This is an optimization exercise on Yosys and OpenROAD, whose aim is small area and a short achievable clock period, not a production implementation.
The RTL was checked by simulation tests, not by an equivalence proof against the original design.

===== design/flow/design.v =====
package pkg_cpu_alu;
    localparam int unsigned ALU_WIDTH = 32;
    localparam int unsigned FLAG_Z = 0;
    localparam int unsigned FLAG_C = 1;
    localparam int unsigned FLAG_V = 2;
    localparam int unsigned FLAG_N = 3;
    typedef enum logic [3:0] {
        OP_ADD = 4'd0,
        OP_ADC = 4'd1,
        OP_SUB = 4'd2,
        OP_SBC = 4'd3,
        OP_RSB = 4'd4,
        OP_MUL = 4'd5,
        OP_AND = 4'd6,
        OP_ORR = 4'd7,
        OP_XOR = 4'd8,
        OP_BIC = 4'd9,
        OP_LSL = 4'd10,
        OP_LSR = 4'd11,
        OP_ASR = 4'd12,
        OP_ROL = 4'd13,
        OP_ROR = 4'd14,
        OP_CPY = 4'd15
    } AluOper;
endpackage
import pkg_cpu_alu::*;
module cpu_alu_shifter (
    input  logic [pkg_cpu_alu::ALU_WIDTH-1:0] i_a,
    input  logic [pkg_cpu_alu::ALU_WIDTH-1:0] i_b,
    input  logic [3:0]                i_op,
    input  logic                 i_c,
    output logic [pkg_cpu_alu::ALU_WIDTH-1:0] o_result,
    output logic                 o_c
);
    logic                 w_big;
    logic [4:0]           w_n;
    logic [ALU_WIDTH:0]   w_lsl_ext;
    logic [ALU_WIDTH:0]   w_lsr_ext;
    logic [ALU_WIDTH:0]   w_asr_ext;
    logic [ALU_WIDTH-1:0] w_rol;
    logic [ALU_WIDTH-1:0] w_ror;
    assign w_big = |i_b[ALU_WIDTH-1:5];
    assign w_n   = i_b[4:0];
    assign w_lsl_ext = {1'b0, i_a} << w_n;
    assign w_lsr_ext = {i_a, 1'b0} >> w_n;
    assign w_asr_ext = $signed({i_a, 1'b0}) >>> w_n;
    assign w_rol     = (i_a << w_n) | (i_a >> (6'd32 - {1'b0, w_n}));
    assign w_ror     = (i_a >> w_n) | (i_a << (6'd32 - {1'b0, w_n}));
    always_comb begin
        o_result = i_a;
        o_c      = i_c;
        case (i_op)
            OP_LSL: begin
                if (w_big) begin
                    o_result = '0;
                    o_c      = 1'b0;
                end else if (w_n != 5'd0) begin
                    o_result = w_lsl_ext[ALU_WIDTH-1:0];
                    o_c      = w_lsl_ext[ALU_WIDTH];
                end
            end
            OP_LSR: begin
                if (w_big) begin
                    o_result = '0;
                    o_c      = 1'b0;
                end else if (w_n != 5'd0) begin
                    o_result = w_lsr_ext[ALU_WIDTH:1];
                    o_c      = w_lsr_ext[0];
                end
            end
            OP_ASR: begin
                if (w_big) begin
                    o_result = {ALU_WIDTH{i_a[ALU_WIDTH-1]}};
                    o_c      = i_a[ALU_WIDTH-1];
                end else if (w_n != 5'd0) begin
                    o_result = w_asr_ext[ALU_WIDTH:1];
                    o_c      = w_asr_ext[0];
                end
            end
            OP_ROL: begin
                if (w_n != 5'd0) begin
                    o_result = w_rol;
                    o_c      = w_rol[0];
                end
            end
            OP_ROR: begin
                if (w_n != 5'd0) begin
                    o_result = w_ror;
                    o_c      = w_ror[ALU_WIDTH-1];
                end
            end
            default: ;
        endcase
    end
endmodule
import pkg_cpu_alu::*;
module cpu_alu #(
    parameter int WIDTH = pkg_cpu_alu::ALU_WIDTH
) (
    input  logic             clk,
    input  logic             rst,
    input  logic             in_valid,
    input  logic [WIDTH-1:0] a,
    input  logic [WIDTH-1:0] b,
    input  logic [3:0]       oper,
    input  logic [3:0]       flags_in,
    output logic             out_valid,
    output logic [WIDTH-1:0] result,
    output logic [3:0]       flags_out
);
    logic [3:0]       w_op;
    logic [WIDTH-1:0] w_add_x;
    logic [WIDTH-1:0] w_add_y;
    logic             w_add_cin;
    logic [WIDTH:0]   w_sum;
    logic             w_add_v;
    logic [WIDTH-1:0] w_mul;
    logic [WIDTH-1:0] w_sh_result;
    logic             w_sh_c;
    logic [WIDTH-1:0] w_result;
    logic [3:0]       w_flags;
    logic             r_valid;
    logic [WIDTH-1:0] r_result;
    logic [3:0]       r_flags;
    assign w_op = oper;
    always_comb begin
        w_add_x   = a;
        w_add_y   = b;
        w_add_cin = 1'b0;
        case (w_op)
            OP_ADC: w_add_cin = flags_in[FLAG_C];
            OP_SUB: begin
                w_add_y   = ~b;
                w_add_cin = 1'b1;
            end
            OP_SBC: begin
                w_add_y   = ~b;
                w_add_cin = flags_in[FLAG_C];
            end
            OP_RSB: begin
                w_add_x   = b;
                w_add_y   = ~a;
                w_add_cin = 1'b1;
            end
            default: ;
        endcase
    end
    assign w_sum   = {1'b0, w_add_x} + {1'b0, w_add_y} + {{WIDTH{1'b0}}, w_add_cin};
    assign w_add_v = (w_add_x[WIDTH-1] == w_add_y[WIDTH-1]) &&
                     (w_sum[WIDTH-1] != w_add_x[WIDTH-1]);
    assign w_mul   = a * b;
    cpu_alu_shifter u_shifter (
        .i_a      (a),
        .i_b      (b),
        .i_op     (w_op),
        .i_c      (flags_in[FLAG_C]),
        .o_result (w_sh_result),
        .o_c      (w_sh_c)
    );
    always_comb begin
        w_result = w_sum[WIDTH-1:0];
        case (w_op)
            OP_MUL:                                w_result = w_mul;
            OP_AND:                                w_result = a & b;
            OP_ORR:                                w_result = a | b;
            OP_XOR:                                w_result = a ^ b;
            OP_BIC:                                w_result = a & ~b;
            OP_LSL, OP_LSR, OP_ASR, OP_ROL, OP_ROR: w_result = w_sh_result;
            OP_CPY:                                w_result = b;
            default: ;
        endcase
    end
    always_comb begin
        w_flags = flags_in;
        case (w_op)
            OP_ADD, OP_ADC, OP_SUB, OP_SBC, OP_RSB: begin
                w_flags[FLAG_C] = w_sum[WIDTH];
                w_flags[FLAG_V] = w_add_v;
            end
            OP_LSL, OP_LSR, OP_ASR, OP_ROL, OP_ROR: w_flags[FLAG_C] = w_sh_c;
            default: ;
        endcase
        w_flags[FLAG_Z] = (w_result == '0);
        w_flags[FLAG_N] = w_result[WIDTH-1];
    end
    always_ff @(posedge clk) begin
        if (rst) begin
            r_valid  <= 1'b0;
            r_result <= '0;
            r_flags  <= '0;
        end else begin
            r_valid <= in_valid;
            if (in_valid) begin
                r_result <= w_result;
                r_flags  <= w_flags;
            end
        end
    end
    assign out_valid = r_valid;
    assign result    = r_result;
    assign flags_out = r_flags;
endmodule

===== design/flow/run.sh =====
#!/bin/bash
# synth_recipe.tcl (not shown) runs the flow's synth.tcl, then flattens the netlist and writes it again
# the make line also repeats each setting of config.mk as NAME=value (left out here)
make -C /OpenROAD-flow-scripts/flow DESIGN_CONFIG=/design/flow/config.mk WORK_HOME=/design/flow/orfs CLKGATE_MAP_FILE= SYNTH_SCRIPT=/design/flow/synth_recipe.tcl finish

===== design/flow/config.mk =====
export PLATFORM = sky130hd
export DESIGN_NAME = cpu_alu
export DESIGN_NICKNAME = cpu_alu
export VERILOG_FILES = /design/flow/design.v
export SDC_FILE = /design/flow/constraint.sdc
export NUM_CORES = 4
export LEC_CHECK = 0
export CAP_MARGIN = 20
export CORE_MARGIN = 2
export CORE_UTILIZATION = 40
export SLEW_MARGIN = 20

===== design/flow/constraint.sdc =====
create_clock -name core_clock -period 11.0 [get_ports {clk}]
set_input_delay 2.2000 -clock core_clock [delete_from_list [all_inputs] [get_ports {clk}]]
set_output_delay 2.2000 -clock core_clock [all_outputs]
set_load 0.01 [all_outputs]

==> results_dict.tcl <==
set metrics [dict create \
    setup_slack_ns 0.2109 \
    pin_count 112 \
    dieArea_sq_um 77390 \
    nets 4557 \
    drt_wl_total_um 162500 \
    hold_depth 2 \
    via_per_inst 6.611 \
    synth-main-ff-cell "dfxtp_1" \
    syn_avg_cell_area_sq_um 7.876 \
    die_h_um 278.2 \
    cts_max_path_buffers 2 \
    wl_per_cell_um 33.52 \
    port_buffers 109 \
    grt_max_degree 72 \
    setup_viol 0 \
    grt_pass1_vias 31550 \
    core_area_sq_um 74450 \
    ant_nets 0 \
    worst-r2r-cell-count 2 \
    hold_class "reg -> reg" \
    synthesis.nets 4508 \
    drv_cap 0 \
    antenna_found_initial 16 \
    critical_path_arrival_ns 10.98 \
    grt_pass1_wl_um 230900 \
    required_ns 11.19 \
    htree_levels 2 \
    slew_violations 0 \
    fillers 7531 \
    clkSinkCount 36 \
    syn_area_sq_um 30070 \
    cts_tree "done" \
    grt_use_total 0.4152 \
    hold_slack_ns 0.4621 \
    relSlewSlack 0.2184 \
    finalCriticalPeriod_ns 10.79 \
    ys_warn_count 2 \
    die_w_um 278.2 \
    drive_above_1_share 0.1207 \
    worst_setup_path_start_kind "input port" \
    synth-seq-cells 36 \
    fin_crit_sh 0.9808 \
    drt_iter0_drc 4630 \
    first_pass_iters 7 \
    placed_area_sq_um 33120 \
    synthArstFlopShare 0 \
    synth_edf_count 0 \
    cp-end-kind "flop" \
    yosysSeqAreaShare 0.02397 \
    grt_overflow 0 \
    cpMostUsedCell "fa_1" \
    fmax_ghz 0.09269 \
    rsz0062_at_grt "no" \
    hpwlAfterDp_um 124900 \
    synth_cell_types 95 \
    slowest_delay_ns 0.81 \
    hold_viol 0 \
    worstMarginPinSlew_ns 1.143 \
    initial_core_util 0.4039 \
    cts_root_buf "clkbuf_16" \
    clk_pin_slew_ns 0.05 \
    insertion_delay_ns 0.28 \
    cts_buffers 5 \
    clock_skew_ns 0 \
    place_ws_ns -0.08756 \
    drcViolationCount 0 \
    syn_inst 3818 \
    finish.utilization 0.4478 \
    worstSetupPathType "in -> reg" \
    areaGrowthSynthToFinish_pct 10.85 \
    rows 100 \
    worst-path-max-fanout 12 \
    final_cell_area_sq_um 33330 \
    vias 32050 \
    gp_congestion 1.076 \
    crit_slowest_cell "clkdlybuf4s50_1" \
    status "no timing/DRC/antenna violations" \
]
-- worst paths after layout --
kind	start	endpoint	slack, ns
worst min register to register	r_result[6]	r_result[6]	0.46
worst max-delay path	b[12]	r_flags[0]	0.21
worst min-delay path	r_result[6]	r_result[6]	0.46
worst max register to register	r_result[29]	r_result[29]	10.20
-- Yosys cell counts (55+ instances only) --
master / n / share of area
a211oi_1: 55 / 0.014
a21oi_1: 150 / 0.025
clkbuf_1: 234 / 0.029
fa_1: 410 / 0.27
ha_1: 205 / 0.085
inv_1: 436 / 0.054
mux2i_1: 92 / 0.031
mux4_2: 106 / 0.079
nand2_1: 459 / 0.057
nor2_1: 515 / 0.064
o21ai_0: 167 / 0.028
xnor2_1: 73 / 0.021
-- critical path, delay by kind of cell --
family,cells,cell delay (ns)
and+or+nand+nor,4,0.95
adders and majority gates,9,3.82
buffers and inverters,8,2.23
AOI/OAI and AO/OA,7,1.75
-- flip-flops by register name, summed over array words and instances, names as in the netlist --
signal    flops
r_flags       3
r_result     32
r_valid       1
-- area by class of cell --
class                      instances  area (sq um)  share of cell area
antenna                           11         27.53           0.0008258
clock buffer                       8         146.4            0.004392
inverter                         464          1753             0.05259
multi-input combinational       2991         26360              0.7906
sequential                        36         720.7             0.02162
tap                              969          1212             0.03637
timing repair buffer             369          3119             0.09357
-- kinds of logic after synthesis --
logic type,count (synthesis),share of synthesized area
multiplexers,244,0.1274
AO/OA/AOI/OAI,782,0.1789
flip-flops,36,0.02397
buffers and inverters,791,0.1032
XOR/XNOR,103,0.03000
AND/OR/NAND/NOR,1247,0.1783
adder cells (fa/ha/maj),615,0.3582
-- layout by cell type (no fill, tap or decap), types with 18 or more instances in the layout --
cell and count:
nand2_1 458, a32oi_1 18, nand3_1 44, nand2b_1 21
mux4_2 106, inv_1 435, nor4_1 29, o221ai_1 46
nor2_1 514, fa_1 410, dfxtp_1 36, o21ai_0 167
xor2_1 29, a31oi_1 31, a221oi_1 19, nand4_1 18
and2_1 19, nor3_1 42, clkdlybuf4s50_1 100, mux2_2 41
a21o_1 22, a211oi_1 54, xnor2_1 72, buf_4 254
a22oi_1 26, mux2i_1 92, a21oi_1 149, nor2b_1 18
o211ai_1 35, ha_1 203, clkinv_1 21
-- metal layers --
| layer | vias up | GRT usage | share of wire | routed length (um) |
|---|---|---|---|---|
| met4 | 16 | 0.2188 | 0.067 | 10880 |
| met3 | 606 | 0.1682 | 0.15 | 24420 |
| met5 | - | 0.003752 | 0.0011 | 173 |
| li1 | 13150 | - | - | - |
| met1 | 15830 | 0.5344 | 0.37 | 60800 |
| met2 | 2450 | 0.5941 | 0.41 | 66250 |
-- metrics by stage --
step / instances / setup TNS [ns]
floorplan: 3818 / 0
global placement: 4827 / -0.06292
detailed placement: 4827 / -0.08756
CTS: 4835 / 0
global route: 4841 / 0
finish: 4848 / 0
-- timing repair --
item,in CTS,in global routing
setup endpoints to repair,0,1
hold buffers,0,0
gates resized for setup,0,6
buffers inserted,0,2

==> static timing again, ports no longer ideal <==
How much do the figures lean on ideal ports? The routed layout below was timed once more, with nothing changed but the port constraints.
Step 1 sets driving cells, clkbuf_16 on the clock port and buf_2 on the other inputs (assumed; they add their load-dependent delay and slew).
Step 2 adds t to the input delays and takes it off the output delays; t is the mean of the earliest and latest rising clock arrival at the registers after step 1. Input paths then give back, and output paths get back, about the clock's delay inside the block.
Slacks: ideal ports / drivers / drivers and shift; pairs: ideal ports / drivers.
t, ns: 0.309
setup slack, ns: 0.211 / 0.206 / -0.103
worst hold slack (ns): 0.462 / 0.462 / 0.462
worst setup path after step 2: input to register
worst register clock-pin slew, ns: 0.05 / 0.05
Met with ideal ports but missed after step 2: setup timing in this run. The setup slack of this run moves by -0.005 ns with the drivers and by -0.314 ns with both steps.
